From an optimization exercise on the open Yosys and OpenROAD flow, aimed at small area and a short achievable clock period; shortcuts taken in it are not production practice. The RTL was checked by simulation tests, not by an equivalence proof against the original design. No driver is modelled on the clock port, so clock power and skew are understated where the tree is cut down; a real chip needs a root buffer or a tree. Power is estimated from default activity; no workload was simulated.

run 1:
// cpu_top
module cpu_top (
    input  logic                         clk,
    input  logic                         rstn,
    input  logic                         instr_valid,
    input  logic [31:0]                  instr,
    output logic                         retire_valid,
    output logic                         retire_we,
    output logic [32-1:0]         retire_pc,
    output logic [5-1:0]   retire_rd,
    output logic [32-1:0]         retire_data,
    output logic [16-1:0] retire_count
);
clock: 10.0 ns
lec_check: 0
cap_margin: 20
core_margin: 2
core_utilization: 55
place_density: 0.7
slew_margin: 20
synth_hierarchical: 1
standard.sh (not shown) runs the stock make flow with config.mk's settings and CLKGATE_MAP_FILE= SYNTH_SCRIPT=/design/flow/synth_recipe.tcl, a recipe that flattens the netlist after the stock synthesis.
==> flow/flow/run.sh <==
#!/bin/bash
# the standard layout, but for the clock tree, and with timing repair aimed
# below the design's period (repair_timing works until each path has
# SETUP_SLACK_MARGIN ns of slack).
#   1. standard.sh up to placement, with buf_2 as the port buffer cell
#   2. flow/cts.tcl in place of ORFS's cts step: a two-level clock tree of
#      clkbuf_16 (the clock port drives 4 roots, each root 16 leaves, each
#      leaf a compact cluster of about 20 flip-flops), then ORFS's timing
#      repair and legalisation as in its cts step
#   3. standard.sh on to the end
# each step's output goes to its own log here; ORFS's own logs are in orfs/logs.
set -euo pipefail
M=7.0
bash standard.sh SETUP_SLACK_MARGIN=$M "BUFFER_PORTS_ARGS=-buffer_cell sky130_fd_sc_hd__buf_2" place > log_1_place.log 2>&1
bash standard.sh SETUP_SLACK_MARGIN=$M vars > log_2_vars.log 2>&1
P=${FLOW_PLATFORM:-sky130hd}
(
  set +u
  source orfs/objects/$P/cpu_top/base/vars.sh
  export SCRIPTS_DIR=$FLOW_HOME/scripts
  export FLOW_CLOCK_PORT=clk
  export FLOW_CTS_LEAF_DEPTH=6
  export FLOW_CTS_ROOT_DEPTH=2
  export FLOW_CTS_LEAF_CELL=sky130_fd_sc_hd__clkbuf_16
  export FLOW_CTS_ROOT_CELL=sky130_fd_sc_hd__clkbuf_16
  openroad -no_splash -exit -metrics "$LOG_DIR/4_1_cts.json" flow/cts.tcl > "$LOG_DIR/4_1_cts.log" 2>&1
) > log_3_cts.log 2>&1
cp orfs/logs/$P/cpu_top/base/4_1_cts.log log_3_cts.log
cp orfs/results/$P/cpu_top/base/4_1_cts.odb orfs/results/$P/cpu_top/base/4_cts.odb
bash standard.sh SETUP_SLACK_MARGIN=$M finish > log_4_finish.log 2>&1
Other scripts of this flow, unchanged in this note and not shown: flow/flow/cts.tcl
Every stage of the flow completed for run 1, and the final layout passed the timing, DRC and antenna checks.
## Diff of input files: run 2 against run 1
- a change of CORE_UTILIZATION from 55 to 40
- a deleted PLACE_DENSITY that had been 0.7
diff --git a/flow/flow/run.sh b/flow/flow/run.sh
--- a/flow/flow/run.sh
+++ b/flow/flow/run.sh
@@ -11,5 +11,5 @@
 # each step's output goes to its own log here; ORFS's own logs are in orfs/logs.
 set -euo pipefail
-M=7.0
+M=7.2
 bash standard.sh SETUP_SLACK_MARGIN=$M "BUFFER_PORTS_ARGS=-buffer_cell sky130_fd_sc_hd__buf_2" place > log_1_place.log 2>&1
 bash standard.sh SETUP_SLACK_MARGIN=$M vars > log_2_vars.log 2>&1
--- outcome ---
Measured against each other, run 1 and run 2 differ in global routing usage on met3, the higher figure coming from run 1.
Going from run 1 to run 2, the layout cell share with drive strength beyond 1 was found to have gone up by 4.6 points.
retire_data[31] as the first element of the critical path was reported by run 2, and retire_data[23] by run 1.
In the flow results for run 1 and run 2, the worst-case setup margin in the final layout is smaller on run 2.
In the metrics for run 1 and run 2, the one carrying the lower power is run 1.
Here is what was changed in the inputs of run 3 compared with run 2.
diff --git a/flow/flow/run.sh b/flow/flow/run.sh
--- a/flow/flow/run.sh
+++ b/flow/flow/run.sh
@@ -11,5 +11,5 @@
 # each step's output goes to its own log here; ORFS's own logs are in orfs/logs.
 set -euo pipefail
-M=7.2
+M=6.8
 bash standard.sh SETUP_SLACK_MARGIN=$M "BUFFER_PORTS_ARGS=-buffer_cell sky130_fd_sc_hd__buf_2" place > log_1_place.log 2>&1
 bash standard.sh SETUP_SLACK_MARGIN=$M vars > log_2_vars.log 2>&1
==> notes.md <==
- Run 3: all stages complete, timing, DRC and antenna checks passed
- Boundary pin count came out exactly the same in run 3 and run 2.
- Total routed wirelength (higher): run 2
- Between run 2 and run 3, the met2 layer wire length in the routed design does not differ in any meaningful way.
- Run 3 ended up with fewer standard cells than run 2.
- Going from run 2 to run 3, share of the clock period used by the worst path grows by 1.0 points.
- Relative to run 2, sequential share of layout area increased by 3.2 points in run 3.
- Average via count per standard cell ends up higher on run 3.
- The final reports for run 3 and run 2 show combinational cell fraction of total power lower in the former.
- Changes observed in run 3 relative to run 2: clock power share rose by 0.3 points, cell area reported after detailed placement essentially unchanged.
Here is what was changed in the inputs of run 4 compared with run 3.
diff --git a/flow/flow/run.sh b/flow/flow/run.sh
--- a/flow/flow/run.sh
+++ b/flow/flow/run.sh
@@ -11,5 +11,5 @@
 # each step's output goes to its own log here; ORFS's own logs are in orfs/logs.
 set -euo pipefail
-M=6.8
+M=7.0
 bash standard.sh SETUP_SLACK_MARGIN=$M "BUFFER_PORTS_ARGS=-buffer_cell sky130_fd_sc_hd__buf_2" place > log_1_place.log 2>&1
 bash standard.sh SETUP_SLACK_MARGIN=$M vars > log_2_vars.log 2>&1
- Run 4 vs. run 3: detailed-route via count has increased, average wire per cell in the routed design has decreased.
- Run comparison: run 4 endpoint of the worst setup timing path retire_data[28]; run 3 endpoint of the worst setup timing path e_a[0]
- Comparing run 4 and run 3, core utilization is higher on run 4.
- Run 3 has a lower post-cts gate resize count than run 4.
- Run 4 — combinational share of power 0.6 points higher, run 3 as reference
- For run 3, the cell with the biggest individual delay on the critical path was sky130_fd_sc_hd__or3_1, unlike run 4, where it was sky130_fd_sc_hd__dfxtp_4.
- Number of setup buffers added after CTS was higher in run 4 than in run 3.
- Delta (run 4 minus run 3): total leakage power now sits higher, final standard cell count with taps included and fillers excluded now sits higher, count of max-cap constraint violations now sits at about the same level, max-slew violation count now sits at about the same level.
- Compared with run 3, total power draw in run 4 increased slightly.
#### Input delta (run 5 over run 4)
diff --git a/flow/flow/run.sh b/flow/flow/run.sh
--- a/flow/flow/run.sh
+++ b/flow/flow/run.sh
@@ -3,5 +3,5 @@
 # below the design's period (repair_timing works until each path has
 # SETUP_SLACK_MARGIN ns of slack).
-#   1. standard.sh up to placement, with buf_2 as the port buffer cell
+#   1. standard.sh up to placement
 #   2. flow/cts.tcl in place of ORFS's cts step: a two-level clock tree of
 #      clkbuf_16 (the clock port drives 4 roots, each root 16 leaves, each
@@ -11,6 +11,6 @@
 # each step's output goes to its own log here; ORFS's own logs are in orfs/logs.
 set -euo pipefail
-M=7.0
-bash standard.sh SETUP_SLACK_MARGIN=$M "BUFFER_PORTS_ARGS=-buffer_cell sky130_fd_sc_hd__buf_2" place > log_1_place.log 2>&1
+M=6.8
+bash standard.sh SETUP_SLACK_MARGIN=$M place > log_1_place.log 2>&1
 bash standard.sh SETUP_SLACK_MARGIN=$M vars > log_2_vars.log 2>&1
 P=${FLOW_PLATFORM:-sky130hd}
### Flow results
Per the comparison of run 5 with run 4, met3 track utilization from global routing grew by 0.79 points; count of final max-slew check failures held; share of the cycle needed by the critical path after routing +1.7 points. Status: global-route wire length before repair parity (run 4, run 5).
In every run of this note, the design's own scripts or RTL, not TritonCTS, make the clock network.

==> what the ideal ports hide <==
The results above use ideal ports. As a check the final layouts listed here were re-extracted and re-timed, cells and wires unchanged.
Step 1 assumes that a clkbuf_16 drives the clock port and a buf_2 every other input.
Step 2 moves the port delays by t, midway between the first and last clock arrival at a register: inputs arrive t later, outputs are due t later. That takes back most of the time a late clock gives input paths.
Three values: ideal, step 1, step 2; two values: the first two.
| run | shift t [ns] | setup slack, ns | worst setup path after step 2 | worst data-port slew with drivers (ns) | cell pins on the clock port's net |
|---|---|---|---|---|---|
| run 1 | 0.679 | 6.810 / 6.637 / 6.697 | input to register | 0.04 | 4 |
| run 2 | 0.678 | 6.804 / 6.637 / 6.714 | input to register | 0.04 | 4 |
| run 3 | 0.664 | 6.703 / 6.644 / 6.702 | register to register | 0.04 | 4 |
| run 4 | 0.706 | 6.821 / 6.634 / 6.564 | input to register | 0.04 | 4 |
| run 5 | 0.680 | 6.652 / 6.639 / 6.283 | input to register | 0.07 | 4 |
After both steps every run listed still meets setup and hold. For run 5, which loses most, drivers alone change the setup slack by -0.013 ns; drivers and shift together by -0.369 ns.
